What follows belongs to an exercise in optimizing a design on an open flow for small area and a short achievable clock period; a production flow would make more cautious choices.
RTL that was checked went through simulation tests only; none was proved equivalent to the original.

quartz:
## sidAudioPath
module sidAudioPath (
  input  logic               clk,
  input  logic               rst,
  input  logic               sampleValid,
  input  logic signed [11:0] voice0,
  input  logic signed [11:0] voice1,
  input  logic signed [11:0] voice2,
  input  logic [7:0]         env0,
  input  logic [7:0]         env1,
  input  logic [7:0]         env2,
  input  logic [2:0]         filterRoute,
  input  logic [1:0]         mode,
  input  logic [15:0]        coef,
  input  logic [3:0]         volume,
  output logic signed [15:0] audioOut,
  output logic               audioValid
);
export LEC_CHECK = 0
export CAP_MARGIN = 20
export CORE_MARGIN = 2
export CORE_UTILIZATION = 40
export SLEW_MARGIN = 20
create_clock -name core_clock -period 20.0 [get_ports {clk}]
standard.sh (not shown) runs the stock make flow with config.mk's settings and CLKGATE_MAP_FILE= SYNTH_SCRIPT=/design/flow/synth_recipe.tcl, a recipe that flattens the netlist after the stock synthesis.
==> flow/flow/run.sh <==
#!/bin/bash
# The standard layout with two changes in how it is made (the SDC is unchanged):
#  - after the standard synthesis, flow/invopt.py re-places the netlist's inverters around
#    its full adders (a full adder is self-dual, so each may compute the complements of its
#    outputs from complemented inputs); registers and all other cells are left as they are;
#  - the resizer's setup repair aims at a shorter period than the 20 ns constraint: paths
#    with less than MARGIN ns of slack are sized up and buffered.
set -euo pipefail
MARGIN=$(cat flow/margin.txt)
R=orfs/results/sky130hd/sidAudioPath/base
bash standard.sh synth > synth.log 2>&1
cp $R/1_2_yosys.v $R/1_2_yosys_std.v
python3 flow/invopt.py $R/1_2_yosys_std.v $R/1_2_yosys.v > invopt.log 2>&1
touch $R/1_2_yosys.v
bash standard.sh SETUP_SLACK_MARGIN=$MARGIN finish > standard.log 2>&1
==> flow/flow/margin.txt <==
14
Other scripts of this flow, unchanged in this note and not shown: flow/flow/invopt.py
Setup changes, quartz to maple
-- flow/flow/run.sh --
<<< quartz, line 14
touch $R/1_2_yosys.v
bash standard.sh SETUP_SLACK_MARGIN=$MARGIN finish > standard.log 2>&1
>>> maple, line 14
touch $R/1_2_yosys.v
bash standard.sh SETUP_SLACK_MARGIN=$MARGIN "BUFFER_PORTS_ARGS=-buffer_cell sky130_fd_sc_hd__buf_2" finish > standard.log 2>&1
Per the comparison of maple with quartz, final area decreased by 0.73% relative to the old numbers; detailed-route wire length held steady. On final worst hold slack, quartz tracks maple almost exactly. Diff quartz -> maple: final cell count without fillers has increased, number of clock buffers in the layout climbed 9.6%, share of post-route cells with drive strength above 1 +2.7 points. Compared with quartz, maple shows a lower transition at the pin with the smallest max-transition slack.
Here is what was changed in the inputs of amber compared with maple.
- ABC_AREA newly set to 1
-- flow/flow/run.sh --
<<< maple, line 14
touch $R/1_2_yosys.v
bash standard.sh SETUP_SLACK_MARGIN=$MARGIN "BUFFER_PORTS_ARGS=-buffer_cell sky130_fd_sc_hd__buf_2" finish > standard.log 2>&1
>>> amber, line 14
touch $R/1_2_yosys.v
bash standard.sh SETUP_SLACK_MARGIN=$MARGIN finish > standard.log 2>&1
==> flow/flow/margin.txt <==
14.5
Notes after the runs:
amber reached the final stage; the timing, design-rule and antenna checks on its layout passed. Final cell area: amber above maple. Of the two values seen for highest signal layer in the routed design, met4 was produced by amber and met5 by maple. Side by side, via count of the first global-routing pass turned out higher in amber than in maple. flop to flop as the path type of the worst setup path was reported by maple, and flop to output port by amber.
The inputs of sierra differ from those of amber as listed below.
==> flow/flow/margin.txt <==
14
--- outcome ---
- sierra: PASS, flow complete, no timing, DRC or antenna violations
- The height of the chip of amber and that of sierra are within noise of each other.
- amber has a higher global-route wire length before repair than sierra.
Input-level comparison between yarrow and sierra:
- a deleted ABC_AREA that had been 1
==> flow/flow/margin.txt <==
14.5
## What came out
- Compared with sierra, in yarrow non-clock buffer count in the final layout went up; global-route wire length before repair lower.
- Looking at endpoint of the most critical setup path, the lp[1]$_SDFFE_PP0P_ result is from yarrow; the X4[32]$_DFF_P_ one comes from sierra.
- Per the comparison of yarrow with sierra, die area shrank by about 2.4%; number of nets in the finished design shrank by 842; endpoint arrival time on the critical path grew by 0.23 ns.
- For yarrow, the most common cell after layout, fill and taps aside was xnor2_1, unlike sierra, where it was nand2_1.

---

JK:
sidAudioPath, a different RTL version from the one above (not shown whole).
For scale: ~4,200 cells after synthesis.
export LEC_CHECK = 0
export ABC_AREA = 1
export CAP_MARGIN = 20
export CORE_MARGIN = 2
export CORE_UTILIZATION = 40
export SLEW_MARGIN = 20
create_clock -name core_clock -period 20.0 [get_ports {clk}]
==> flow/flow/run.sh <==
#!/bin/bash
# The standard layout with two changes in how it is made (the SDC is unchanged):
#  - after the standard synthesis, flow/invopt.py re-places the netlist's inverters around
#    its full adders and XOR gates (a full adder is self-dual, so each may compute the
#    complements of its outputs from complemented inputs; an XOR gate absorbs an inverted
#    input by becoming an XNOR); registers and all other cells are left as they are;
#  - the resizer's setup repair aims at a shorter period than the 20 ns constraint: paths
#    with less than MARGIN ns of slack are sized up and buffered.
set -euo pipefail
MARGIN=$(cat flow/margin.txt)
R=orfs/results/sky130hd/sidAudioPath/base
bash standard.sh synth > synth.log 2>&1
cp $R/1_2_yosys.v $R/1_2_yosys_std.v
python3 flow/invopt.py $R/1_2_yosys_std.v $R/1_2_yosys.v > invopt.log 2>&1
touch $R/1_2_yosys.v
bash standard.sh SETUP_SLACK_MARGIN=$MARGIN finish > standard.log 2>&1
Other scripts of this flow, unchanged in this note and not shown: flow/flow/invopt.py, flow/flow/margin.txt
What MS does differently from JK at the input level:
Settings: CTS_BUF_LIST newly set to sky130_fd_sc_hd__clkbuf_4 sky130_fd_sc_hd__clkbuf_8.
Findings:
Compared to JK, MS reaches a lower achievable clock. Clock latency at the later pin of the worst-skew pair delta for MS relative to JK: 60 ps higher. Against JK as the reference, MS delivers a lower number of gates on the worst path with buffers counted. MS drops more vias than JK. MS: number of buffers and inverters on the critical path 2 below JK. Across both runs, post-layout instance count excluding filler cells was higher for MS than for JK. Of MS and JK, the lower worst path setup slack after routing belongs to MS. On met1 wire length, MS tracks JK almost exactly.
No run of this note included a check of the RTL's function; only the layout flow was run.

-- separate check: timing with driven ports --
The flow's constraints put no driver on any port. The routed layouts listed below were extracted and timed again, unchanged, in two steps.
Step 1 (the two cells are an assumption about what drives the block):
set clk [get_ports {clk}]
set_driving_cell -lib_cell sky130_fd_sc_hd__clkbuf_16 $clk
set_driving_cell -lib_cell sky130_fd_sc_hd__buf_2 [delete_from_list [all_inputs] $clk]
Step 2 times the ports against the registers' clock, not the clock port: input delays grow and output delays shrink by t, the midpoint of the rising clock arrivals with the driver on.
Slacks: ideal / step 1 / step 2; pairs: ideal / step 1.
run | t (ns) | slack for setup (ns) | latest minus earliest clock arrival (ns) | worst register clock-pin slew, ns
quartz | 0.676 | 13.968 / 13.968 / 13.968 | 0.043 / 0.043 | 0.07 / 0.07
maple | 0.684 | 13.968 / 13.968 / 13.968 | 0.044 / 0.044 | 0.06 / 0.06
amber | 0.679 | 14.550 / 14.477 / 14.618 | 0.050 / 0.051 | 0.07 / 0.07
sierra | 0.682 | 14.236 / 14.236 / 14.236 | 0.043 / 0.043 | 0.07 / 0.07
yarrow | 0.672 | 13.991 / 13.991 / 13.991 | 0.022 / 0.022 | 0.07 / 0.07
JK | 0.718 | 14.731 / 14.683 / 14.731 | 0.068 / 0.069 | 0.07 / 0.07
MS | 0.778 | 14.714 / 14.649 / 14.738 | 0.061 / 0.061 | 0.07 / 0.07
After both steps setup and hold are still met in every run listed.
